This is an optimization exercise on Yosys and OpenROAD, whose aim is small area, not a production implementation. The RTL was checked by simulation tests, not by an equivalence proof against the original design.

// encoder_trigger
module encoder_trigger #(
    parameter int POS_W  = 40,
    parameter int TIME_W = enc_pkg::cfg_w
) (
    input  logic                      clk,
    input  logic                      rst,
    input  logic                      cfg_en,
    input  logic [enc_pkg::cfg_w-1:0] cfg_filt_time,
    input  logic [enc_pkg::cfg_w-1:0] cfg_skip_pulses,
    input  logic [1:0]                cfg_cnt_mode,
    input  logic                      cfg_dir_mode,
    input  logic [enc_pkg::cfg_w-1:0] cfg_div,
    input  logic                      enc_a,
    input  logic                      enc_b,
    output logic                      trigger
);
    logic [1:0]        sync_a, sync_b;
    logic [TIME_W-1:0] stable_a, stable_b;
    logic              level_a, level_b;
    logic              level_a_q, level_b_q;
    always_ff @(posedge clk or posedge rst) begin
        if (rst) begin
            sync_a <= '0;
            sync_b <= '0;
        end else begin
            sync_a <= {sync_a[0], enc_a};
            sync_b <= {sync_b[0], enc_b};
        end
    end
    logic              clr_a;
    logic [TIME_W:0]   tog_sa;
    logic [TIME_W-1:0] stable_a_next;
    assign clr_a     = rst | ~cfg_en | (sync_a[0] ^ sync_a[1]);
    assign tog_sa[0] = 1'b1;
    for (genvar i = 0; i < TIME_W; i++) begin : g_sa
        assign tog_sa[i + 1]    = tog_sa[i] & stable_a[i];
        assign stable_a_next[i] = (stable_a[i] ^ tog_sa[i]) & ~clr_a;
    end
  ...
==> module encoder_trigger, before the edit <==
module encoder_trigger #(
    parameter int POS_W  = 40,
    parameter int TIME_W = enc_pkg::cfg_w
) (
    input  logic                      clk,
    input  logic                      rst,
    input  logic                      cfg_en,
    input  logic [enc_pkg::cfg_w-1:0] cfg_filt_time,
    input  logic [enc_pkg::cfg_w-1:0] cfg_skip_pulses,
    input  logic [1:0]                cfg_cnt_mode,
    input  logic                      cfg_dir_mode,
    input  logic [enc_pkg::cfg_w-1:0] cfg_div,
    input  logic                      enc_a,
    input  logic                      enc_b,
    output logic                      trigger
);
    logic [1:0]        sync_a, sync_b;
    logic [TIME_W-1:0] stable_a, stable_b;
    logic              level_a, level_b;
    logic              level_a_q, level_b_q;
    always_ff @(posedge clk or posedge rst) begin
        if (rst) begin
            sync_a <= '0;
            sync_b <= '0;
        end else begin
            sync_a <= {sync_a[0], enc_a};
            sync_b <= {sync_b[0], enc_b};
        end
    end
    logic              clr_a;
    logic [TIME_W:0]   tog_sa;
    logic [TIME_W-1:0] stable_a_next;
    assign clr_a     = rst | ~cfg_en | (sync_a[0] ^ sync_a[1]);
    assign tog_sa[0] = 1'b1;
    for (genvar i = 0; i < TIME_W; i++) begin : g_sa
        assign tog_sa[i + 1]    = tog_sa[i] & stable_a[i];
        assign stable_a_next[i] = (stable_a[i] ^ tog_sa[i]) & ~clr_a;
    end
    always_ff @(posedge clk) begin
        stable_a <= stable_a_next;
    end
    logic              clr_b;
    logic [TIME_W:0]   tog_sb;
    logic [TIME_W-1:0] stable_b_next;
    assign clr_b     = rst | ~cfg_en | (sync_b[0] ^ sync_b[1]);
    assign tog_sb[0] = 1'b1;
    for (genvar i = 0; i < TIME_W; i++) begin : g_sb
        assign tog_sb[i + 1]    = tog_sb[i] & stable_b[i];
        assign stable_b_next[i] = (stable_b[i] ^ tog_sb[i]) & ~clr_b;
    end
    always_ff @(posedge clk) begin
        stable_b <= stable_b_next;
    end
    always_ff @(posedge clk or posedge rst) begin
        if (rst) begin
            level_a <= 1'b0;
            level_b <= 1'b0;
        end else begin
            if (!cfg_en || stable_a == cfg_filt_time) level_a <= sync_a[1];
            if (!cfg_en || stable_b == cfg_filt_time) level_b <= sync_b[1];
        end
    end
    always_ff @(posedge clk) begin
        level_a_q <= level_a;
        level_b_q <= level_b;
    end
    logic a_rise, a_fall, b_rise, b_fall;
    logic dec_up, dec_down;
    assign a_rise = level_a & ~level_a_q;
    assign a_fall = ~level_a & level_a_q;
    assign b_rise = level_b & ~level_b_q;
    assign b_fall = ~level_b & level_b_q;
    always_comb begin
        dec_up   = 1'b0;
        dec_down = 1'b0;
        case (cfg_cnt_mode)
            2'd0: begin
                dec_up = a_rise;
            end
            2'd1: begin
                dec_up   = a_rise & ~level_b;
                dec_down = a_rise & level_b;
            end
            2'd2: begin
                dec_up   = (a_rise & ~level_b) | (a_fall & level_b);
                dec_down = (a_rise & level_b) | (a_fall & ~level_b);
            end
            default: begin
                dec_up   = (a_rise & ~level_b) | (a_fall & level_b)
                         | (b_rise & level_a) | (b_fall & ~level_a);
                dec_down = (a_rise & level_b) | (a_fall & ~level_b)
                         | (b_rise & ~level_a) | (b_fall & level_a);
            end
        endcase
    end
    logic              skipping, tracking, gate_off;
    logic              step_up, step_down;
    logic [31:0]       cnt_a, cnt_b;
    logic [32:0]       tog_a;
    logic [32:0]       tog_b;
    logic [31:0]       sum_a, sum_b;
    logic [39:0]       dist_next;
    logic              skip_zero, div_one, a_zero, b_zero, gate_done;
    logic              go_down, hit_fwd, hit_back, fire, load_skip, keep;
    assign gate_off  = ~skipping & ~tracking;
    assign skip_zero = (cfg_skip_pulses == '0);
    assign div_one   = (cfg_div == 32'd1);
    assign a_zero    = (cnt_a == '0);
    assign b_zero    = (cnt_b == '0);
    assign gate_done = gate_off ? skip_zero : (a_zero & (b_zero | (cfg_cnt_mode == 2'd0)));
    assign go_down  = skipping | step_down;
    assign tog_a[0] = skipping ? (a_rise & ~a_zero) : (step_up | step_down);
    for (genvar i = 0; i < 32; i++) begin : g_a
        assign sum_a[i]     = cnt_a[i] ^ tog_a[i];
        assign tog_a[i + 1] = tog_a[i] & (cnt_a[i] ^ go_down);
    end
    assign tog_b[0] = skipping ? (b_rise & ~b_zero) : tog_a[32];
    for (genvar i = 0; i < 32; i++) begin : g_b
        assign sum_b[i] = cnt_b[i] ^ tog_b[i];
        if (i < 8) begin : g_dn
            assign tog_b[i + 1] = tog_b[i] & (cnt_b[i] ^ go_down);
        end else begin : g_sk
            assign tog_b[i + 1] = tog_b[i] & ~cnt_b[i];
        end
    end
    assign dist_next = {sum_b[7:0], sum_a};
    assign hit_fwd  = (dist_next == {7'd0, cfg_div, 1'b0});
    assign hit_back = (dist_next == 40'd0);
    assign fire     = tracking ? ((step_up & hit_fwd) | (step_down & cfg_dir_mode & hit_back))
                    : (gate_off & (step_up | (step_down & cfg_dir_mode)) & div_one);
    assign load_skip = cfg_en & gate_off & ~skip_zero;
    assign keep      = ~rst & cfg_en & ~gate_off & ~(skipping & gate_done) & ~(tracking & fire);
    always_ff @(posedge clk) begin
        begin
            cnt_a <= keep ? sum_a : (load_skip ? cfg_skip_pulses : cfg_div);
            cnt_b <= keep ? sum_b : (load_skip ? cfg_skip_pulses : 32'd0);
        end
    end
    always_ff @(posedge clk or posedge rst) begin
        if (rst) begin
            step_up   <= 1'b0;
            step_down <= 1'b0;
        end else if (tracking) begin
            step_up   <= dec_up & ~dec_down;
            step_down <= dec_down & ~dec_up;
        end else begin
            step_up   <= cfg_en & step_up & ~fire;
            step_down <= cfg_en & step_down & ~fire;
        end
    end
    always_ff @(posedge clk or posedge rst) begin
        if (rst) begin
            skipping <= 1'b0;
            tracking <= 1'b0;
            trigger  <= 1'b0;
        end else begin
            tracking <= cfg_en & (tracking | gate_done);
            skipping <= cfg_en & ~tracking & ~gate_done;
            trigger  <= cfg_en & fire;
        end
    end
endmodule
Settings: LEC_CHECK=0, ABC_AREA=1, CAP_MARGIN=20, CORE_MARGIN=2, CORE_UTILIZATION=40, CTS_BUF_LIST=sky130_fd_sc_hd__clkbuf_8, CTS_CLUSTER_DIAMETER=100, CTS_CLUSTER_SIZE=40, SLEW_MARGIN=20; clock period 8.0 ns.
standard.sh (not shown) runs the stock make flow with config.mk's settings and CLKGATE_MAP_FILE= SYNTH_SCRIPT=/design/flow/synth_recipe.tcl, a recipe that flattens the netlist after the stock synthesis.
==> flow/flow/run.sh <==
#!/bin/bash
# Own layout flow: the standard synthesis, then its combinational logic re-mapped by ABC
# for area (registers untouched, and the result proven equal to the standard netlist before it
# is used), then the standard layout with sky130_fd_sc_hd__buf_1 as the port buffer.
# Each tool's output goes to a log_*.log file in the work folder.
set -euo pipefail
W=$(pwd)
F=$W/flow
R=$W/orfs/results/$FLOW_PLATFORM/encoder_trigger/base
L=$W/orfs/logs/$FLOW_PLATFORM/encoder_trigger/base
export LIB=$FLOW_HOME/platforms/sky130hd/lib/sky130_fd_sc_hd__tt_025C_1v80.lib
export TOP=$FLOW_TOP
export BUFFER_PORTS_ARGS="-buffer_cell sky130_fd_sc_hd__buf_1"

bash standard.sh synth > $W/log_1_standard_synth.log 2>&1
cp $R/1_2_yosys.v $W/std_1_2_yosys.v

remap() {
    local du
    du=$(grep -m1 "^abc -script" $L/1_2_yosys.log | grep -o -- "-dont_use [A-Za-z0-9_]*" | tr '\n' ' ')
    STD_V=$W/std_1_2_yosys.v NEW_V=$W/area_1_2_yosys.v ABC_SCRIPT=$F/reabc.abc DONT_USE="$du" \
        yosys -c $F/reabc.tcl > $W/log_2_remap.log 2>&1 || return 1
    python3 $F/cut.py $W/std_1_2_yosys.v $W/cut_std.v > $W/log_3_cut.log 2>&1 || return 1
    python3 $F/cut.py $W/area_1_2_yosys.v $W/cut_area.v >> $W/log_3_cut.log 2>&1 || return 1
    IN_V=$W/cut_std.v OUT_BLIF=$W/cut_std.blif yosys -c $F/toblif.tcl > $W/log_4_blif_std.log 2>&1 || return 1
    IN_V=$W/cut_area.v OUT_BLIF=$W/cut_area.blif yosys -c $F/toblif.tcl > $W/log_4_blif_area.log 2>&1 || return 1
    yosys-abc -c "cec -n $W/cut_std.blif $W/cut_area.blif" > $W/log_5_cec.log 2>&1 || return 1
    grep -q "Networks are equivalent" $W/log_5_cec.log || return 1
    # the same registers, by name and cell type
    diff <(grep -oE "sky130_fd_sc_hd__(df|ed|sdf)[a-z0-9_]+ +[^ ]+" $W/std_1_2_yosys.v | sort) \
         <(grep -oE "sky130_fd_sc_hd__(df|ed|sdf)[a-z0-9_]+ +[^ ]+" $W/area_1_2_yosys.v | sort) > $W/log_6_regs.log 2>&1 || return 1
    return 0
}

if remap; then
    echo "using the re-mapped netlist"
    cp $W/area_1_2_yosys.v $R/1_2_yosys.v
    rm -f $R/1_synth.odb
else
    echo "re-mapping failed or was not proven; keeping the standard netlist"
fi

bash standard.sh > $W/log_7_standard_layout.log 2>&1
Other scripts of this flow, unchanged in this note and not shown: flow/flow/cut.py, flow/flow/reabc.abc, flow/flow/reabc.tcl, flow/flow/toblif.tcl
Edit:
--- a/flow/design.v
+++ b/flow/design.v
@@ -65,28 +65,36 @@
     end
     logic              clr_a;
     logic [TIME_W:0]   tog_sa;
     logic [TIME_W-1:0] stable_a_next;
-    assign clr_a     = rst | ~cfg_en | (sync_a[0] ^ sync_a[1]);
+    assign clr_a     = ~cfg_en | (sync_a[0] ^ sync_a[1]);
     assign tog_sa[0] = 1'b1;
     for (genvar i = 0; i < TIME_W; i++) begin : g_sa
         assign tog_sa[i + 1]    = tog_sa[i] & stable_a[i];
         assign stable_a_next[i] = (stable_a[i] ^ tog_sa[i]) & ~clr_a;
     end
-    always_ff @(posedge clk) begin
-        stable_a <= stable_a_next;
+    always_ff @(posedge clk or posedge rst) begin
+        if (rst) begin
+            stable_a <= '0;
+        end else begin
+            stable_a <= stable_a_next;
+        end
     end
     logic              clr_b;
     logic [TIME_W:0]   tog_sb;
     logic [TIME_W-1:0] stable_b_next;
-    assign clr_b     = rst | ~cfg_en | (sync_b[0] ^ sync_b[1]);
+    assign clr_b     = ~cfg_en | (sync_b[0] ^ sync_b[1]);
     assign tog_sb[0] = 1'b1;
     for (genvar i = 0; i < TIME_W; i++) begin : g_sb
         assign tog_sb[i + 1]    = tog_sb[i] & stable_b[i];
         assign stable_b_next[i] = (stable_b[i] ^ tog_sb[i]) & ~clr_b;
     end
-    always_ff @(posedge clk) begin
-        stable_b <= stable_b_next;
+    always_ff @(posedge clk or posedge rst) begin
+        if (rst) begin
+            stable_b <= '0;
+        end else begin
+            stable_b <= stable_b_next;
+        end
     end
     always_ff @(posedge clk or posedge rst) begin
         if (rst) begin
             level_a <= 1'b0;
@@ -95,11 +103,16 @@
             if (!cfg_en || stable_a == cfg_filt_time) level_a <= sync_a[1];
             if (!cfg_en || stable_b == cfg_filt_time) level_b <= sync_b[1];
         end
     end
-    always_ff @(posedge clk) begin
-        level_a_q <= level_a;
-        level_b_q <= level_b;
+    always_ff @(posedge clk or posedge rst) begin
+        if (rst) begin
+            level_a_q <= 1'b0;
+            level_b_q <= 1'b0;
+        end else begin
+            level_a_q <= level_a;
+            level_b_q <= level_b;
+        end
     end
     logic a_rise, a_fall, b_rise, b_fall;
     logic dec_up, dec_down;
     assign a_rise = level_a & ~level_a_q;
@@ -164,11 +177,14 @@
     assign hit_back = (dist_next == 40'd0);
     assign fire     = tracking ? ((step_up & hit_fwd) | (step_down & cfg_dir_mode & hit_back))
                     : (gate_off & (step_up | (step_down & cfg_dir_mode)) & div_one);
     assign load_skip = cfg_en & gate_off & ~skip_zero;
-    assign keep      = ~rst & cfg_en & ~gate_off & ~(skipping & gate_done) & ~(tracking & fire);
-    always_ff @(posedge clk) begin
-        begin
+    assign keep      = cfg_en & ~gate_off & ~(skipping & gate_done) & ~(tracking & fire);
+    always_ff @(posedge clk or posedge rst) begin
+        if (rst) begin
+            cnt_a <= '0;
+            cnt_b <= '0;
+        end else begin
             cnt_a <= keep ? sum_a : (load_skip ? cfg_skip_pulses : cfg_div);
             cnt_b <= keep ? sum_b : (load_skip ? cfg_skip_pulses : 32'd0);
         end
     end
Result:
- The new run passed the timing, design-rule and antenna checks
- die area rises by 7.2%
- count of clock-buffer cells in the layout came out higher by 1
- routed wire length increases by 5.3%
- register-to-register slack gets better by 80 ps
- flip-flop and latch count stays the same

[what the ideal ports hide]
Ports are ideal in the flow. The routed layouts listed here were re-timed in OpenROAD. Step 1 sets driving cells, clkbuf_16 on the clock port and buf_2 on the other inputs (assumed; they add their load-dependent delay and slew). Step 2, shift: input delay + t, output delay - t, t = (earliest + latest rising clock arrival at the registers) / 2. This alone moves slack from input paths to output paths. Three values: no drivers, after step 1, after step 2; two values: the first two.
| run | shift t [ns] | slack for setup (ns) | worst register clock-pin slew, ns | worst data-port slew with drivers (ns) | cell pins on the clock port's net |
|---|---|---|---|---|---|
| the first run | 0.500 | 0.522 / 0.522 / 0.522 | 0.09 / 0.09 | 0.04 | 1 |
| the second run | 0.494 | 0.604 / 0.604 / 0.604 | 0.09 / 0.09 | 0.04 | 1 |
After both steps every run listed still meets setup and hold.
